This design comes from an exercise in tuning for small area and a short achievable clock period on the open sky130 flow, not from production work. The RTL was checked by simulation tests, not by an equivalence proof against the original design. Power and IR drop assume default switching activity.

==> design/flow/design.v <==
package rf_pkg;
    localparam int DefDataW = 32;
    localparam int DefAddrW = 5;
    localparam logic [DefDataW-1:0] ZeroWord = '0;
    function automatic integer slice_lo(input integer idx, input integer w);
        slice_lo = idx * w;
    endfunction
endpackage
module rf_scoreboard
#(
    parameter int ADDR_W  = rf_pkg::DefAddrW,
    parameter int NUM_RD  = 3,
    parameter int NUM_WR  = 2,
    parameter bit ZERO_R0 = 1'b1
) (
    input  logic                      clk,
    input  logic                      rst,
    input  logic                      alloc_en,
    input  logic [ADDR_W-1:0]         alloc_addr,
    output logic                      alloc_ok,
    input  logic [2**ADDR_W-1:0]      hit0,
    input  logic [2**ADDR_W-1:0]      hit1,
    input  logic                      aw,
    input  logic [NUM_RD-1:0]         re,
    input  logic [NUM_RD-1:0]         rw,
    input  logic [NUM_RD*2**ADDR_W-1:0] rdec,
    output logic [NUM_RD-1:0]         rrdy,
    output logic [ADDR_W:0]           pend_cnt
);
    localparam int Depth = 2 ** ADDR_W;
    logic [Depth-1:1] pending, pk, adec, set, h1x;
    logic             blocked, inc, dec0, dec1;
    genvar a, k;
    generate
        for (a = 1; a < Depth; a++) begin : g_pend
            assign adec[a] = (alloc_addr == a);
            assign pk[a]   = pending[a] && !hit0[a] && !hit1[a];
            assign set[a]  = alloc_ok && adec[a];
            assign h1x[a]  = hit1[a] && !hit0[a];
            always_ff @(posedge clk)
                pending[a] <= !rst && (pk[a] || set[a]);
        end
    endgenerate
    rf_ao31 u_blk (.a(adec), .b(pending), .y(blocked));
    assign alloc_ok = !rst && alloc_en && !(blocked && !aw);
    generate
        for (k = 0; k < NUM_RD; k++) begin : g_rdy
            logic busy;
            rf_ao31 u_busy (.a(rdec[k*Depth + 1 +: Depth-1]), .b(pending), .y(busy));
            assign rrdy[k] = !rst && !(re[k] && busy && !rw[k]);
        end
    endgenerate
    assign inc = alloc_ok && (alloc_addr != '0);
    rf_ao31 u_dec0 (.a(hit0[Depth-1:1]), .b(pending), .y(dec0));
    rf_ao31 u_dec1 (.a(h1x), .b(pending), .y(dec1));
    always_ff @(posedge clk) begin
        if (rst) pend_cnt <= '0;
        else     pend_cnt <= pend_cnt + (ADDR_W+1)'(inc) - (ADDR_W+1)'(dec0) - (ADDR_W+1)'(dec1);
    end
endmodule
module regfile_sb
#(
    parameter int DATA_W  = rf_pkg::DefDataW,
    parameter int ADDR_W  = rf_pkg::DefAddrW,
    parameter int NUM_RD  = 3,
    parameter int NUM_WR  = 2,
    parameter bit ZERO_R0 = 1'b1
) (
    input  logic                     clk,
    input  logic                     rst,
    input  logic                     alloc_en,
    input  logic [ADDR_W-1:0]        alloc_addr,
    output logic                     alloc_ok,
    input  logic [NUM_WR-1:0]        we,
    input  logic [NUM_WR*ADDR_W-1:0] waddr,
    input  logic [NUM_WR*DATA_W-1:0] wdata,
    input  logic [NUM_RD-1:0]        re,
    input  logic [NUM_RD*ADDR_W-1:0] raddr,
    output logic [NUM_RD*DATA_W-1:0] rdata,
    output logic [NUM_RD-1:0]        rrdy,
    output logic [ADDR_W:0]          pend_cnt
);
    localparam int Depth = 2 ** ADDR_W;    
    localparam int NR    = Depth - 1;      
    logic [ADDR_W-1:0] wa0, wa1;
    logic [DATA_W-1:0] wd0, wd1, wd0n, wd1n;
    logic              w0, w1;
    assign wa0 = waddr[0 +: ADDR_W];
    assign wa1 = waddr[ADDR_W +: ADDR_W];
    assign wd0 = wdata[0 +: DATA_W];
    assign wd1 = wdata[DATA_W +: DATA_W];
    assign w0  = we[0] && !rst;
    assign w1  = we[1] && !rst;
    assign wd0n = ~wd0;
    assign wd1n = ~(wd1 & {DATA_W{!rst}});
    logic [NR*DATA_W-1:0]    q;
    logic [Depth-1:0]        hit0v, hit1v;
    logic [NUM_RD*Depth-1:0] rdec;
    logic [NUM_RD-1:0]       rwv;
    logic                    aw;
    assign aw = (w0 && wa0 == alloc_addr) || (w1 && wa1 == alloc_addr);
    genvar r, j, k, g;
    generate
        assign hit0v[0] = 1'b0;
        assign hit1v[0] = 1'b0;
        for (r = 1; r < Depth; r++) begin : g_row
            logic hit0, hit1, ld1, ld0, keep;
            logic [DATA_W-1:0] qr, qn, dn;
            assign q[(r-1)*DATA_W +: DATA_W] = qr;
            assign hit0 = w0 && (wa0 == r);
            assign hit1 = w1 && (wa1 == r);
            assign hit0v[r] = hit0;
            assign hit1v[r] = hit1;
            assign ld1  = hit1 || rst;
            assign ld0  = hit0 && !hit1;
            assign keep = !rst && !hit0 && !hit1;
            for (j = 0; j < DATA_W; j++) begin : g_bit
                rf_inv    u_inv (.a(qr[j]), .y(qn[j]));
                rf_aoi222 u_nxt (.a1(ld1), .a2(wd1n[j]), .b1(ld0), .b2(wd0n[j]),
                                 .c1(keep), .c2(qn[j]), .y(dn[j]));
            end
            always_ff @(posedge clk) qr <= dn;
        end
        for (k = 0; k < NUM_RD; k++) begin : g_rd
            logic [ADDR_W-1:0] ra;
            logic              m0, m1, byp0, byp1, nobyp;
            assign rwv[k] = m0 || m1;
            logic [NR-1:0]     sel;
            assign ra    = raddr[k * ADDR_W +: ADDR_W];
            assign m0    = w0 && (wa0 == ra);
            assign m1    = w1 && (wa1 == ra);
            assign byp1  = re[k] && m1 && (ra != '0);
            assign byp0  = re[k] && m0 && !m1 && (ra != '0);
            assign nobyp = re[k] && !rst && !m0 && !m1;
            assign rdec[k*Depth] = 1'b0;
            for (r = 1; r < Depth; r++) begin : g_sel
                assign sel[r-1] = (ra == r);
                assign rdec[k*Depth + r] = sel[r-1];
            end
            for (j = 0; j < DATA_W; j++) begin : g_bit
                logic [NR-1:0] t;
                logic [2:0]    rp;
                logic          bn0, bn1, rn;
                for (r = 0; r < NR; r++) begin : g_t
                    assign t[r] = q[r*DATA_W + j];
                end
                rf_ao31p  u_rd  (.a(sel), .b(t), .p(rp));
                rf_nand2  u_b1  (.a(byp1), .b(wd1[j]), .y(bn1));
                rf_nand2  u_b0  (.a(byp0), .b(wd0[j]), .y(bn0));
                rf_o31ai  u_rg  (.a1(rp[0]), .a2(rp[1]), .a3(rp[2]), .b1(nobyp), .y(rn));
                rf_nand3  u_o   (.a(rn), .b(bn1), .c(bn0), .y(rdata[k*DATA_W + j]));
            end
        end
    endgenerate
    rf_scoreboard #(
        .ADDR_W (ADDR_W),
        .NUM_RD (NUM_RD),
        .NUM_WR (NUM_WR),
        .ZERO_R0(ZERO_R0)
    ) u_sb (
        .clk       (clk),
        .rst       (rst),
        .alloc_en  (alloc_en),
        .alloc_addr(alloc_addr),
        .alloc_ok  (alloc_ok),
        .hit0      (hit0v),
        .hit1      (hit1v),
        .aw        (aw),
        .re        (re),
        .rw        (rwv),
        .rdec      (rdec),
        .rrdy      (rrdy),
        .pend_cnt  (pend_cnt)
    );
endmodule
module rf_aoi222 (input logic a1, a2, b1, b2, c1, c2, output logic y);
    assign y = ~((a1 & a2) | (b1 & b2) | (c1 & c2));
endmodule
module rf_inv (input logic a, output logic y);
    assign y = ~a;
endmodule
module rf_nand2 (input logic a, b, output logic y);
    assign y = ~(a & b);
endmodule
module rf_ao31 (input logic [30:0] a, b, output logic y);
    logic [2:0] p;
    rf_ao31p u_p (.a(a), .b(b), .p(p));
    rf_or3   u_o (.a(p[0]), .b(p[1]), .c(p[2]), .y(y));
endmodule
module rf_ao31p (input logic [30:0] a, b, output logic [2:0] p);
    logic [10:0] n;
    genvar g;
    generate
        for (g = 0; g < 10; g++) begin : g_aoi
            rf_aoi222 u_aoi (.a1(a[3*g]), .a2(b[3*g]), .b1(a[3*g+1]), .b2(b[3*g+1]),
                             .c1(a[3*g+2]), .c2(b[3*g+2]), .y(n[g]));
        end
    endgenerate
    rf_nand2 u_n10 (.a(a[30]), .b(b[30]), .y(n[10]));
    rf_nand4 u_n0 (.a(n[0]), .b(n[1]), .c(n[2]),  .d(n[3]), .y(p[0]));
    rf_nand4 u_n1 (.a(n[4]), .b(n[5]), .c(n[6]),  .d(n[7]), .y(p[1]));
    rf_nand3 u_n2 (.a(n[8]), .b(n[9]), .c(n[10]),           .y(p[2]));
endmodule
module rf_o31ai (input logic a1, a2, a3, b1, output logic y);
    assign y = ~((a1 | a2 | a3) & b1);
endmodule
module rf_nand4 (input logic a, b, c, d, output logic y);
    assign y = ~(a & b & c & d);
endmodule
module rf_nand3 (input logic a, b, c, output logic y);
    assign y = ~(a & b & c);
endmodule
module rf_or3 (input logic a, b, c, output logic y);
    assign y = a | b | c;
endmodule
==> design/flow/flow/run.sh <==
#!/bin/bash
# Standard layout, except that the port buffers buffer_ports inserts are buf_2 cells instead
# of the delay buffers it picks by default (every input and output port still gets a buffer).
set -euo pipefail
export BUFFER_PORTS_ARGS="-buffer_cell sky130_fd_sc_hd__buf_2"
bash standard.sh > layout.log 2>&1
==> design/flow/standard.sh <==
#!/bin/bash
# synth_recipe.tcl (not shown) runs the flow's synth.tcl, then flattens the netlist and writes it again
# the make line also repeats each setting of config.mk as NAME=value (left out here)
make -C /OpenROAD-flow-scripts/flow DESIGN_CONFIG=/design/flow/config.mk WORK_HOME=/design/flow/orfs CLKGATE_MAP_FILE= SYNTH_SCRIPT=/design/flow/synth_recipe.tcl "${@:-finish}"
==> design/flow/config.mk <==
export PLATFORM = sky130hd
export DESIGN_NAME = regfile_sb
export DESIGN_NICKNAME = regfile_sb
export VERILOG_FILES = /design/flow/design.v
export SDC_FILE = /design/flow/constraint.sdc
export NUM_CORES = 4
export LEC_CHECK = 0
export CAP_MARGIN = 20
export CELL_PAD_IN_SITES_DETAIL_PLACEMENT = 1
export CELL_PAD_IN_SITES_GLOBAL_PLACEMENT = 2
export CORE_MARGIN = 2
export CORE_UTILIZATION = 30
export CTS_CLUSTER_DIAMETER = 100
export CTS_CLUSTER_SIZE = 20
export PLACE_DENSITY = 0.5
export SETUP_SLACK_MARGIN = 3.5
export SLEW_MARGIN = 20
export SYNTH_HIERARCHICAL = 1
export SYNTH_MINIMUM_KEEP_SIZE = 0
export TNS_END_PERCENT = 100
==> design/flow/constraint.sdc <==
create_clock -name core_clock -period 9.5 [get_ports {clk}]
set_input_delay 1.9000 -clock core_clock [delete_from_list [all_inputs] [get_ports {clk}]]
set_output_delay 1.9000 -clock core_clock [all_outputs]
set_load 0.01 [all_outputs]
==> run summary <==
Final #Nets -> 6512
Hold endpoint -> g_row[26].qr[23]
Cell Chain, Critical Path -> buf_12 -> nand3b_1 -> buf_4 -> nor3_4 -> buf_8 -> a222oi_1 -> nand4_1 -> o31ai_2 -> nand3_1 -> buf_2
Worst-margin pin slew -> 1240 ps
CTS tree -> built
Cells after Synth -> 5546
Worst-path fanout max -> 33
CTS Buf Count -> 70
Vias per cell -> 8.18
Max-slew violations -> 0
Top-level port count -> 208
RR Endpoint -> u_sb.pend_cnt[5]
HPWL after detailed placement -> 260 mm
Layout cells sized above 1 -> 20.5%
Die height -> 425 µm
Max-cap violations -> 0
P per Cell Area -> 159 nW/µm²
Port bufs -> 207
Clock skew -> 31.3 ps
Routed length per instance -> 53.2 µm
Worst hold slack -> 508 ps
Maximum vdd drop -> 0.000132 V
Post-synth net total -> 5656
Minimum clock period -> 6300 ps
Hold Vio Cnt, Final -> 0
Worst Path Required -> 7600 ps
DRT iter0 DRCs -> 22500
Worst skew pair latency -> 780 ps
Starting density of the core -> 30.2%
Yosys synthesis warning count -> 8
RSZ-0062 raised after global routing -> yes
Initial antenna violation count -> 35
# DRC -> 0
Placeable Area -> 176000 µm²
First-pass GRT wire length -> 594 mm
ANT nets after route -> 0
Largest stage delay, worst path -> 530 ps
Worst endpoint data arrival time -> 4400 ps
CP endpoint kind -> output port
Total number of vias -> 72100
Final core utilization -> 39.4%
# H-tree levels -> 3
Setup TNS Final -> 0 ps
Cell area after synthesis -> 53100 µm²
R2R cell count -> 11
Peak Freq -> 159 MHz
Buf+Inv Stages, Crit Path -> 4
Clock sink total -> 1029
Reg clk slew, reported paths -> 90 ps
GR Overflow Total -> 0
Crit path kind -> in -> out
Slew HR -> 17.5%
DRT Pass-1 Iters -> 15
Largest net degree at the start of global routing -> 77
Critical path's top delay family -> simple AND/OR/NAND/NOR gates
Reg2reg start -> u_sb.pending[13]
Hold Path Origin -> g_row[26].qr[23]
CTS Root Cell -> clkbuf_16
WL final -> 468 mm
Lkg Pwr -> 27.0 nW
Mapped Avg Cell Area -> 9.57 µm²
Worst Setup Start Kind -> primary input
Placed standard-cell area -> 60100 µm²
Horiz. Die Dim -> 425 µm
WHS Path Cells -> 2
Setup violators final -> 0
R2R Setup Slk -> 5700 ps
Design area -> 69400 µm²
Num rows -> 154
CP max stage cell -> nand4_1
Hold buffers post-CTS -> 0
Min-delay worst type -> reg -> reg
Status -> finished clean
Number of global-route vias before repair -> 66600
Final period util -> 66.4%
DIE AREA -> 180000 µm²
Clk buf depth -> 3
Global-route usage over all layers -> 47.8%
Layout area overhead -> 30.8%
GP Congestion -> 0.960
[placed cells by master (no fill, tap or decap), types with 99 or more instances in the layout]
cell type  count
nand3_1      214
clkbuf_16     99
dfxtp_1     1029
inv_1       1027
nor2_1       101
nand2_1      312
buf_4        347
buf_12       140
a222oi_1    2012
buf_2        177
nand4_1      206
[metrics by stage]
stage	setup slack (ps)	cells	power (mW)
final	3200	8807	11.1
after floorplan	3500	5546	6.24
after global placement	2110	8313	7.19
after detailed placement	2200	8317	7.24
after global routing	3280	8783	11.3
after CTS	3420	8616	10.8
[worst max path at each step]
| stage | from | to | slack, ps | depth (start not counted) |
|---|---|---|---|---|
| global route | raddr[0] | rdata[22] | 3280 | 10 |
| floorplan | raddr[0] | rdata[0] | 3500 | 7 |
| finish | raddr[0] | rdata[22] | 3200 | 10 |
| global placement | rst | rdata[13] | 2110 | 8 |
| CTS | raddr[7] | rdata[45] | 3420 | 12 |
| detailed placement | raddr[4] | rrdy[0] | 2200 | 9 |
[flip-flops by register name, summed over array words and instances, names as in the netlist]
register	cells
g_row.qr	992
u_sb.pending	31
u_sb.pend_cnt	6
[where the power goes]
part           total (mW)  leakage [nW]  switching (mW)  internal, mW
Sequential           5.25          8.67           0.493          4.75
Combinational        2.29          17.3            1.50         0.789
Clock                3.52          1.09            1.95          1.57
[final cells by class]
| cell class | count | area (µm²) |
|---|---|---|
| Antenna cell | 30 | 75.1 |
| Clock buffer | 80 | 1910 |
| Clock inverter | 27 | 353 |
| Fill cell | 19700 | 107000 |
| Inverter | 1038 | 3900 |
| Multi-Input combinational cell | 3417 | 30300 |
| Sequential cell | 1029 | 20600 |
| Tap cell | 2340 | 2930 |
| Timing Repair Buffer | 846 | 9320 |
[metal layers]
layer | track usage, % | vias to the layer above | routed length, µm | part of all wire, %
li1 | - | 26700 | - | -
met2 | 67.3 | 7102 | 187000 | 40
met5 | 0.291 | - | 106 | 0.023
met3 | 19.7 | 2131 | 73200 | 16
met1 | 56.6 | 36100 | 162000 | 35
met4 | 38.5 | 16 | 46300 | 9.9
[worst reg2reg max path, delay by kind of cell (launching register included)]
family,cells,cell delay [ps]
adder cells (fa/ha/maj),4,1240
AND/OR/NAND/NOR,3,890
buffers and inverters,1,80
AO/OA/AOI/OAI,3,890
flip-flops,1,530
[what timing repair did]
item / in CTS / in global routing
pin swaps: 344 / 412
setup endpoints to repair: 100 / 99
setup buffers: 170 / 129
cloned: 22 / 29
resized for setup: 342 / 223

[separate check: timing with driven ports]
In the flow no input, the clock included, has a driving cell. The finished layout below was timed again as built, in two steps.
Step 1, drivers: a clkbuf_16 drives clk and a buf_2 each remaining input, both assumed.
Step 2 moves the port delays by t, midway between the first and last clock arrival at a register: inputs arrive t later, outputs are due t later. That takes back most of the time a late clock gives input paths.
Three values: no drivers, after step 1, after step 2; two values: the first two.
t (ns): 0.859
slack for setup (ns): 3.195 / 2.988 / 2.698
latest minus earliest clock arrival (ns): 0.034 / 0.033
worst register clock-pin slew, ns: 0.10 / 0.10
After both steps setup and hold are still met in this run. For this run, drivers alone change the setup slack by -0.207 ns; drivers and shift together by -0.497 ns.
